This design comes from an exercise in tuning for small area on the open sky130 flow, not from production work.
Function was checked by simulation only, so behaviour that the tests miss may differ from the original.
Power figures rest on the tool's default switching activity, not on a simulated workload.

==> flow/design.v <==
package lane_table_pkg;
    function automatic [3*8-1:0] lane_offset_table(input integer lane);
        case (lane)
            0: lane_offset_table = {8'd0,   8'd0,   8'd0};
            1: lane_offset_table = {8'd0,   8'd0,   8'd0};
            2: lane_offset_table = {8'd0,   8'd0,   8'd0};
            3: lane_offset_table = {8'd0,   8'd0,   8'd0};
            4: lane_offset_table = {8'd0,   8'd0,   8'd0};
            5: lane_offset_table = {8'd0,   8'd0,   8'd0};
            6: lane_offset_table = {8'd0,   8'd0,   8'd0};
            7: lane_offset_table = {8'd0,   8'd0,   8'd0};
            8: lane_offset_table = {8'd0,   8'd255, 8'd0};
            9: lane_offset_table = {8'd0,   8'd129, 8'd65};
            10: lane_offset_table = {8'd0,   8'd224, 8'd240};
            11: lane_offset_table = {8'd0,   8'd216, 8'd236};
            12: lane_offset_table = {8'd0,   8'd157, 8'd250};
            13: lane_offset_table = {8'd0,   8'd132, 8'd242};
            14: lane_offset_table = {8'd0,   8'd184, 8'd247};
            15: lane_offset_table = {8'd0,   8'd254, 8'd240};
            16: lane_offset_table = {8'd0,   8'd115, 8'd242};
            17: lane_offset_table = {8'd0,   8'd209, 8'd164};
            18: lane_offset_table = {8'd0,   8'd255, 8'd248};
            19: lane_offset_table = {8'd0,   8'd246, 8'd58};
            20: lane_offset_table = {8'd0,   8'd253, 8'd215};
            21: lane_offset_table = {8'd0,   8'd252, 8'd209};
            22: lane_offset_table = {8'd0,   8'd146, 8'd249};
            23: lane_offset_table = {8'd0,   8'd231, 8'd250};
            24: lane_offset_table = {8'd254, 8'd200, 8'd0};
            25: lane_offset_table = {8'd0,   8'd85,  8'd235};
            26: lane_offset_table = {8'd0,   8'd229, 8'd69};
            27: lane_offset_table = {8'd0,   8'd203, 8'd254};
            28: lane_offset_table = {8'd0,   8'd131, 8'd251};
            29: lane_offset_table = {8'd0,   8'd115, 8'd254};
            30: lane_offset_table = {8'd0,   8'd253, 8'd255};
            31: lane_offset_table = {8'd0,   8'd248, 8'd254};
            32: lane_offset_table = {8'd0,   8'd255, 8'd243};
            33: lane_offset_table = {8'd0,   8'd239, 8'd253};
            34: lane_offset_table = {8'd0,   8'd248, 8'd215};
            35: lane_offset_table = {8'd0,   8'd252, 8'd164};
            default: lane_offset_table = '0;
        endcase
    endfunction
    function automatic [8-1:0] lane_address(
        input logic [8-1:0]   base,
        input logic [3*8-1:0] offset,
        input logic [1:0]       phase
    );
        logic [8-1:0] sel;
        logic [8-1:0] sum;
        case (phase)
            2'd1:    sel = offset[7:0];
            2'd2:    sel = offset[15:8];
            2'd3:    sel = offset[23:16];
            default: sel = '0;
        endcase
        sum = base + sel;
        lane_address = sum;
    endfunction
endpackage
`timescale 1ns/1ps
module frame_counters (
    input  logic                       clk,
    input  logic                       reset_n,
    input  logic [4:0]                 ctrl,
    input  logic [3:0]                 step,
    output logic [8-1:0]         rd_base,
    output logic [8-1:0]         wr_base,
    output logic [10-1:0]        rd_frame_addr,
    output logic [10-1:0]        wr_frame_addr
);
    function automatic [8-1:0] next_base(input [8-1:0] cur);
        next_base = cur + 8'd37;
    endfunction
    function automatic [10-1:0] next_frame(input [10-1:0] cur);
        if (cur == 10'd767)
            next_frame = '0;
        else
            next_frame = cur + 1'b1;
    endfunction
    always_ff @(posedge clk or negedge reset_n)
    begin
        if (!reset_n)
            rd_base <= '0;
        else if (!ctrl[4])
            rd_base <= '0;
        else if (step[3])
            rd_base <= next_base(rd_base);
    end
    always_ff @(posedge clk or negedge reset_n)
    begin
        if (!reset_n)
            wr_base <= '0;
        else if (!ctrl[4])
            wr_base <= '0;
        else if (step[2])
            wr_base <= next_base(wr_base);
    end
    always_ff @(posedge clk or negedge reset_n)
    begin
        if (!reset_n)
            rd_frame_addr <= '0;
        else if (step[1])
            rd_frame_addr <= next_frame(rd_frame_addr);
    end
    always_ff @(posedge clk or negedge reset_n)
    begin
        if (!reset_n)
            wr_frame_addr <= '0;
        else if (step[0])
            wr_frame_addr <= next_frame(wr_frame_addr);
    end
endmodule
`timescale 1ns/1ps
module rd_lane_bank (
    input  logic                            clk,
    input  logic                            reset_n,
    input  logic [4:0]                      ctrl,
    input  logic [8-1:0]              base,
    output logic [36*8-1:0]   lane_addr
);
    logic                 active;
    logic [8-1:0]   base_q;
    logic [1:0]           phase_q;
    assign active = ctrl[4] && (ctrl[3:2] != 2'd0);
    always_ff @(posedge clk or negedge reset_n)
    begin
        if (!reset_n) begin
            base_q  <= '0;
            phase_q <= '0;
        end else if (active) begin
            base_q  <= base;
            phase_q <= ctrl[3:2];
        end
    end
    genvar i;
    generate
        for (i = 0; i < 36; i++)
        begin : g_lane
            assign lane_addr[i*8 +: 8] =
                lane_table_pkg::lane_address(base_q, lane_table_pkg::lane_offset_table(i), phase_q);
        end
    endgenerate
endmodule
`timescale 1ns/1ps
module wr_lane_bank (
    input  logic                            clk,
    input  logic                            reset_n,
    input  logic [4:0]                      ctrl,
    input  logic [8-1:0]              base,
    input  logic [36-1:0]           sync,
    output logic [36*8-1:0]   lane_addr,
    output logic [36-1:0]           lane_strobe
);
    logic                 active;
    logic [8-1:0]   base_q;
    logic [1:0]           phase_q;
    assign active = ctrl[4] && (ctrl[1:0] != 2'd0);
    always_ff @(posedge clk or negedge reset_n)
    begin
        if (!reset_n) begin
            base_q  <= '0;
            phase_q <= '0;
        end else if (active) begin
            base_q  <= base;
            phase_q <= ctrl[1:0];
        end
    end
    genvar i;
    generate
        for (i = 0; i < 36; i++)
        begin : g_lane
            assign lane_addr[i*8 +: 8] =
                lane_table_pkg::lane_address(base_q, lane_table_pkg::lane_offset_table(i), phase_q);
        end
    endgenerate
    always_ff @(posedge clk or negedge reset_n)
    begin
        if (!reset_n)
            lane_strobe <= '0;
        else if (active)
            lane_strobe <= sync;
        else
            lane_strobe <= '0;
    end
endmodule
`timescale 1ns/1ps
module addr_gen_top (
    input  logic                          clk,
    input  logic                          reset_n,
    input  logic [4:0]                    ctrl,
    input  logic [3:0]                    step,
    input  logic [36-1:0]         sync_in,
    output logic [36*8-1:0] rd_lane_addr,
    output logic [36*8-1:0] wr_lane_addr,
    output logic [36-1:0]         wr_lane_strobe,
    output logic [10-1:0]           rd_frame_addr,
    output logic [10-1:0]           wr_frame_addr
);
    logic [8-1:0] rd_base;
    logic [8-1:0] wr_base;
    frame_counters u_counters (
        .clk           (clk),
        .reset_n       (reset_n),
        .ctrl          (ctrl),
        .step          (step),
        .rd_base       (rd_base),
        .wr_base       (wr_base),
        .rd_frame_addr (rd_frame_addr),
        .wr_frame_addr (wr_frame_addr)
    );
    rd_lane_bank u_rd_bank (
        .clk       (clk),
        .reset_n   (reset_n),
        .ctrl      (ctrl),
        .base      (rd_base),
        .lane_addr (rd_lane_addr)
    );
    wr_lane_bank u_wr_bank (
        .clk         (clk),
        .reset_n     (reset_n),
        .ctrl        (ctrl),
        .base        (wr_base),
        .sync        (sync_in),
        .lane_addr   (wr_lane_addr),
        .lane_strobe (wr_lane_strobe)
    );
endmodule
==> flow/run.sh <==
#!/bin/bash
# synth_recipe.tcl (not shown) runs the flow's synth.tcl, then flattens the netlist and writes it again
# the make line also repeats each setting of config.mk as NAME=value (left out here)
make -C /OpenROAD-flow-scripts/flow DESIGN_CONFIG=/design/flow/config.mk WORK_HOME=/design/flow/orfs CLKGATE_MAP_FILE= SYNTH_SCRIPT=/design/flow/synth_recipe.tcl finish
==> flow/config.mk <==
export PLATFORM = sky130hd
export DESIGN_NAME = addr_gen_top
export DESIGN_NICKNAME = addr_gen_top
export VERILOG_FILES = /design/flow/design.v
export SDC_FILE = /design/flow/constraint.sdc
export NUM_CORES = 4
export LEC_CHECK = 0
export CAP_MARGIN = 20
export CORE_MARGIN = 2
export CORE_UTILIZATION = 40
export SLEW_MARGIN = 20
==> flow/constraint.sdc <==
create_clock -name core_clock -period 5.0 [get_ports {clk}]
set_input_delay 1.0000 -clock core_clock [delete_from_list [all_inputs] [get_ports {clk}]]
set_output_delay 1.0000 -clock core_clock [all_outputs]
set_load 0.01 [all_outputs]
==> impl_metrics.ini, run 1 <==
[run_status]
status = no timing/DRC/antenna violations

[timing]
min_period_ns = 4.91
min_period_over_period_pct = 98.3
hold_slack_ns = 0.524
worst_pin_slew_ns = 0.882
max_slew_margin_pct = 40.9
drv_slew = 0
setup_viol = 0
setup_tns_ns = 0
max_freq_ghz = 0.204
clock_skew_ns = 0.0101
finalHoldViolations = 0

[worst_setup_path]
r2r-start = u_wr_bank.base_q[3]$_DFFE_PN0P_
critPathLaunch = u_wr_bank.phase_q[0]$_DFFE_PN0P_
critical_path_arrival_ns = 3.91
cp_max_fo = 7
startpoint_type = flip-flop
worst-setup-path-type = reg -> out
required_ns = 4.00
crit_path_end_kind = output port

[power_and_ir_drop]
power_switching_mw = 3.80
p_leak_nw = 8.18
ir_drop_v = 0.000289
power_density_nw_per_um2 = 413
swShare_pct = 45.5
p_int_mw = 4.55
p_total_mw = 8.35
seqPwrFrac_pct = 11.8
p_clk_share_pct = 7.6
p_comb_share_pct = 80.6

[drt]
antenna_left = 0
vias = 15100
routedWlPerCell_um = 24.9
drc = 0
firstDrtPassIters = 8
viasPerCell = 5.59
drt-total-wl_um = 67400
drt_iter0_drc = 1451

[clocking]
clk_pin_slew_ns = 0.07
ctsHoldBuffers = 0
cts.sinks = 92
insertion_delay_ns = 0.33
tritoncts = built
clk_path_buf_depth = 2
cts_root_buf = clkbuf_16
numCtsBuffers = 9
htreeDepth = 3

[floorplan]
rows = 68
core_region_area_um2 = 34300
ios = 679
die_w_um = 190
die_area_um2 = 36100
die_y_um = 190
initial_utilization_pct = 40.4

[global_routing]
grt_pass1_vias = 14600
met2_usage_pct = 61.6
overflow = 0
grt_antenna_before_repair = 1
busiest_layer = met2
grt_pass1_wl_um = 97000
grt_max_degree = 70
grtUsageMet3_pct = 4.63
grtUsageTotal_pct = 35.6
gr-usage-met1_pct = 43.2

[placement]
gp_congestion = 0.995
port_buffers = 678
placed_area_um2 = 19800
dp_hpwl_um = 54400

[cells_and_area]
design_area_um2 = 20200
syn2layout_area_growth_pct = 46.2
fillers = 3130
drive_gt1_share_pct = 8.53
nets = 2356
post-route-util_pct = 59.0

[yosys]
ys_warn_count = 3
async_flop_share_pct = 100
synth_seq_area_share_pct = 16.6
synth_edf_count = 0
synth_cell_types = 73
syn_nets = 1903
ys_ff_latch = 92
synth_area_per_cell_um2 = 7.72
syn-instance-count = 1793
synth_ff_type = dfrtp_1
syn_area_um2 = 13800

[worst_hold_path]
min_from = u_counters.rd_frame_addr[6]$_DFFE_PN0P_
min_path_type = reg -> reg

[flow_run]
maxCapViolCount = 0
sequential cells by signal, summed over array words and instances (netlist names):
signal,count
u_counters.rd_frame_addr,10
u_wr_bank.lane_strobe,36
u_counters.wr_frame_addr,10
u_wr_bank.phase_q,2
u_rd_bank.base_q,8
u_counters.rd_base,8
u_counters.wr_base,8
u_rd_bank.phase_q,2
u_wr_bank.base_q,8
power groups by stage:
stage / Sequential [mW] / Combinational [mW] / Clock (mW)
detailed placement: 0.995 / 6.63 / 0
global route: 0.998 / 7.05 / 0.679
finish: 0.984 / 6.73 / 0.637
floorplan: 0.983 / 3.29 / 0
CTS: 0.981 / 6.67 / 0.652
global placement: 0.990 / 6.63 / 0
through the flow:
stage               setup WS (ns)  std cells
floorplan                    1.04       1793
global placement            0.367       2683
detailed placement          0.318       2683
CTS                        0.0184       2699
global route              -0.0140       2707
finish                     0.0868       2707
area by class of cell:
type | instances | area, um2 | share of cell area, %
antenna | 1 | 2.50 | 0.0124
clock buffer | 11 | 243 | 1.20
clock inverter | 5 | 36.3 | 0.179
inverter | 39 | 159 | 0.785
multi-input combinational | 1319 | 9330 | 46.1
sequential | 92 | 2310 | 11.4
tap | 455 | 569 | 2.81
timing repair buffer | 785 | 7590 | 37.5
cell usage in the layout (no fill, tap or decap), drive strengths merged, types with 73 or more instances in the layout:
| master | count |
|---|---|
| nand2 | 123 |
| nor2 | 73 |
| dfrtp | 92 |
| and2 | 74 |
| xor2 | 114 |
| xnor2 | 263 |
| o21ai | 121 |
| clkdlybuf4s50 | 677 |
| buf | 108 |
| a21oi | 141 |
path summary, 6_finish.rpt:
path	cells past startpoint	slack (ns)	to
hold / removal	1	0.52	u_counters.rd_frame_addr[6]$_DFFE_PN0P_
max in group asynchronous	2	3.31	u_rd_bank.base_q[2]$_DFFE_PN0P_
min in group asynchronous	1	0.77	u_wr_bank.lane_strobe[24]$_DFF_PN0_
setup reg to reg	3	3.36	u_wr_bank.base_q[3]$_DFFE_PN0P_
hold reg to reg	1	0.52	u_counters.rd_frame_addr[6]$_DFFE_PN0P_
setup / recovery	11	0.09	wr_lane_addr[231]
logic make-up after synthesis:
family                     after synthesis  share of synthesized area (%)
DFF                                     92                           16.6
buffers and inverters                  382                           16.5
and+or+nand+nor                        392                           13.9
xor gates and xnor gates               377                           24.5
AOI/OAI and AO/OA                      466                           20.7
muxes                                   21                           1.64
adders and majority gates               63                           6.07
worst max-delay path, cell delays in order, from the launching register on:
cell	delay (ns)
dfrtp_1	0.43
inv_1	0.11
ha_2	0.42
clkinvlp_4	0.21
ha_1	0.39
a21o_1	0.30
a31oi_1	0.13
o22ai_1	0.35
a21oi_1	0.12
o22ai_1	0.24
xnor2_1	0.26
clkdlybuf4s50_1	0.61
repair_timing:
action / in CTS / in global routing
setup endpoints to repair: 3 / 45
setup buffers: 0 / 7
resized for setup: 4 / 20
pin swaps: 1 / 1
gates cloned: 0 / 0
per-layer routing:
| metal | up-vias | part of all wire, % |
|---|---|---|
| met1 | 7296 | 38 |
| li1 | 6781 | - |
| met4 | 0 | 5.7 |
| met2 | 891 | 49 |
| met3 | 156 | 7.5 |
| met5 | - | 0 |
cells in the mapped netlist (14+ instances only):
cell type	n	area, um2
xnor2_1	259	2270
buf_4	210	1580
a21oi_1	139	696
nand2_1	123	462
o21ai_0	114	571
xor2_1	110	963
dfrtp_1	92	2300
nor2_1	73	274
clkbuf_1	71	267
and2_1	69	432
ha_1	56	701
buf_2	43	215
a31oi_1	37	231
nand3_1	33	165
inv_1	29	109
a21o_1	26	195
o22ai_1	25	156
nor3_1	22	110
buf_1	18	67.6
nor2b_1	18	113
mux2_2	14	158
==> inputs of run 2 (changes only) <==
==> flow/flow/run.sh (new file) <==
#!/bin/bash
# Standard ORFS layout, but with the smallest buffer on the I/O ports.
set -o pipefail
export BUFFER_PORTS_ARGS="-buffer_cell sky130_fd_sc_hd__buf_1"
bash standard.sh > standard.log 2>&1
==> flow/standard.sh (new file) <==
#!/bin/bash
# synth_recipe.tcl (not shown) runs the flow's synth.tcl, then flattens the netlist and writes it again
# the make line also repeats each setting of config.mk as NAME=value (left out here)
make -C /OpenROAD-flow-scripts/flow DESIGN_CONFIG=/design/flow/config.mk WORK_HOME=/design/flow/orfs CLKGATE_MAP_FILE= SYNTH_SCRIPT=/design/flow/synth_recipe.tcl "${@:-finish}"
removed: flow/run.sh
==> run 2 against run 1 <==
Compared with the run above: first-iteration DRC count decreased by 9.8%; worst hold slack improved by 0.0026 ns; synthesized cell count unchanged; synthesized area unchanged; sequential share of layout area increased by 3.3 points; register-to-register slack got worse by 0.17 ns; clock power increased by 5.2%; sequential power increased by 1%; critical path type unchanged; highest routed layer unchanged.
==> impl_metrics.ini, run 2 <==
[yosys]
synth_top_family_by_area = XOR/XNOR gates
syn-instance-count = 1793
synth_cell_types = 73
synth_top_area_share_pct = 16.6
yosysMostFrequentCell = xnor2_1
yosys.area_share.simple_pct = 13.9
synth_compound_area_share_pct = 20.7
synth_ff_type = dfrtp_1
syn_area_um2 = 13800
syn_nets = 1903
async_flop_share_pct = 100
synth_edf_count = 0
synthTopCellsByArea = dfrtp_1, xnor2_1, buf_4
ys_ff_latch = 92
yosys.area_share.xor_xnor_pct = 24.5
synth.area.mux_share_pct = 1.64
synthAdderAreaFrac_pct = 6.07
synthTopCellsByCount = xnor2_1, buf_4, a21oi_1
ys_warn_count = 3
synth_area_per_cell_um2 = 7.72
synth_area_leader_cell = dfrtp_1
synth_seq_area_share_pct = 16.6

[timing]
setup_tns_ns = 0
rsz0062_at_grt = false
clock_skew_ns = 0.00614
finalHoldViolations = 0
drv_slew = 0
hold_slack_ns = 0.527
max_slew_margin_pct = 37.4
min_period_ns = 4.73
max_freq_ghz = 0.211
min_period_over_period_pct = 94.6
setup_viol = 0
worst_pin_slew_ns = 0.938

[cells_and_area]
num_antenna_cells = 0
final_common_cell = buf_1
drive_gt1_share_pct = 6.44
fillers = 3633
layout_common_cells = buf_1, xnor2_1, a21oi_1, nand2_1, o21ai_0
top_regs = u_wr_bank.lane_strobe: 36 flops, u_counters.rd_frame_addr: 10 flops, u_counters.wr_frame_addr: 10 flops
largest_register_ffs = 36
largest_register = u_wr_bank.lane_strobe
nets = 2325
syn2layout_area_growth_pct = 13.6

[power_and_ir_drop]
power_density_nw_per_um2 = 413
p_leak_nw = 6.32
ir_drop_v = 0.000256

[clocking]
htreeDepth = 3
cts_root_buf = clkbuf_16
cts.sinks = 92
insertion_delay_ns = 0.34
postCtsSetupRepairBufs = 0
tritoncts = built
clk_pin_slew_ns = 0.06
clk_path_buf_depth = 2
numCtsBuffers = 9

[floorplan]
die_w_um = 190
core_region_area_um2 = 34300
die_area_um2 = 36100
die_y_um = 190
ios = 679
initial_utilization_pct = 40.4
rows = 68

[global_routing]
grt_pass1_vias = 13800
gr-usage-met1_pct = 43.5
grt_antenna_before_repair = 0
busiest_layer = met2
grtUsageMet3_pct = 3.95
met2_usage_pct = 56.0
grt_max_degree = 55
grtUsageTotal_pct = 33.8
overflow = 0
grt_pass1_wl_um = 91800

[drt]
antenna_left = 0
vias = 15000
viasPerCell = 5.60
routedWlPerCell_um = 24.0
drc = 0
firstDrtPassIters = 6
drt_iter0_drc = 1309
drt-total-wl_um = 64100

[placement]
port_buffers = 678
dp_hpwl_um = 50600
gp_congestion = 1.01

[flow_run]
maxCapViolCount = 0

[worst_setup_path]
critical_path_arrival_ns = 3.73
crit_path_end_kind = output port
required_ns = 4.00
cp_max_fo = 11
startpoint_type = flip-flop
worst-setup-path-type = reg -> out

[worst_hold_path]
min_path_type = reg -> reg

[run_status]
status = no timing/DRC/antenna violations
## run 2: cell counts after synthesis
Identical to the previous run, type by type.
## run 2: critical path, stage by stage (launching register included)
cell and delay [ns]:
dfrtp_1 0.42, inv_1 0.11, ha_1 0.38, inv_1 0.38, ha_1 0.59, a21o_1 0.28
a31oi_1 0.11, o22ai_1 0.36, a21oi_1 0.12, o22ai_1 0.31, xnor2_1 0.16, buf_1 0.17
## run 2: layout make-up
| type | count | area (um2) | area share [%] |
|---|---|---|---|
| Multi-Input combinational cell | 1319 | 9270 | 59.0 |
| Timing Repair Buffer | 754 | 3130 | 19.9 |
| Sequential cell | 92 | 2310 | 14.7 |
| Tap cell | 455 | 569 | 3.62 |
| Clock buffer | 11 | 233 | 1.48 |
| Inverter | 39 | 151 | 0.963 |
| Clock inverter | 5 | 60.1 | 0.382 |
## run 2: layer usage
layer  routed length, um  vias up  share of wire, %
li1                    -     6723                 -
met1               26000     7265                41
met2               30400      850                47
met3                4310      138               6.7
met4                3390        0               5.3
met5                   0        -                 0
## run 2: repair_timing
item / CTS / global route
hold buffers: 0 / 0
endpoints found under the setup margin: 0 / 4
resized for setup: 0 / 1
## run 2: where the power goes
| part | total [mW] | switching [mW] | internal, mW |
|---|---|---|---|
| Sequential | 0.997 | 0.173 | 0.824 |
| Combinational | 4.84 | 3.24 | 1.60 |
| Clock | 0.670 | 0.280 | 0.390 |
## run 2: cell families after synthesis
kind of cell | Yosys count
AOI/OAI and AO/OA | 466
buffers and inverters | 382
and+or+nand+nor | 392
adders and majority gates | 63
muxes | 21
xor gates and xnor gates | 377
DFF | 92
## run 2: path summary, 6_finish.rpt
kind / startpoint / end / slack (ns) / cells past startpoint
min in group asynchronous: reset_n / u_wr_bank.lane_strobe[10]$_DFF_PN0_ / 0.73 / 1
min reg2reg: u_counters.wr_frame_addr[0]$_DFFE_PN0P_ / u_counters.wr_frame_addr[0]$_DFFE_PN0P_ / 0.53 / 1
max: u_rd_bank.phase_q[0]$_DFFE_PN0P_ / rd_lane_addr[231] / 0.27 / 11
min: u_counters.wr_frame_addr[0]$_DFFE_PN0P_ / u_counters.wr_frame_addr[0]$_DFFE_PN0P_ / 0.53 / 1
max in group asynchronous: reset_n / u_wr_bank.base_q[2]$_DFFE_PN0P_ / 3.28 / 2
max reg2reg: u_wr_bank.base_q[6]$_DFFE_PN0P_ / u_wr_bank.base_q[6]$_DFFE_PN0P_ / 3.19 / 3
## run 2: per-stage QoR
stage | util, % | instance area (um2) | instances | power [mW] | setup WS (ns)
6_report | 45.9 | 15700 | 2675 | 6.50 | 0.270
5_1_grt | 45.9 | 15700 | 2675 | 6.87 | 0.00356
4_1_cts | 45.9 | 15700 | 2675 | 6.47 | 0.170
3_5_place_dp | 45.0 | 15400 | 2659 | 5.77 | 0.565
3_3_place_gp | 45.0 | 15400 | 2659 | 5.78 | 0.705
2_1_floorplan | - | 13800 | 1793 | 4.28 | 1.04

[re-timing with driven ports]
Ports are ideal in the flow. The routed layouts listed here were re-timed in OpenROAD.
Step 1: set_driving_cell puts a clkbuf_16 on clk and a buf_2 on each other input, an assumption about the parent block.
Step 2 moves the port delays by t, midway between the first and last clock arrival at a register: inputs arrive t later, outputs are due t later. That takes back most of the time a late clock gives input paths.
a / b / c = ideal ports / drivers / drivers and shift; a / b = the first two.
| run | t (ns) | setup slack, ns | hold slack, ns | worst setup path after step 2 | slew at the worst register clock pin (ns) |
|---|---|---|---|---|---|
| run 1 | 0.361 | 0.087 / 0.050 / 0.411 | 0.524 / 0.524 / 0.524 | register to output | 0.07 / 0.07 |
| run 2 | 0.379 | 0.270 / 0.229 / 0.608 | 0.527 / 0.527 / 0.527 | register to output | 0.07 / 0.07 |
After both steps every run listed still meets setup and hold.
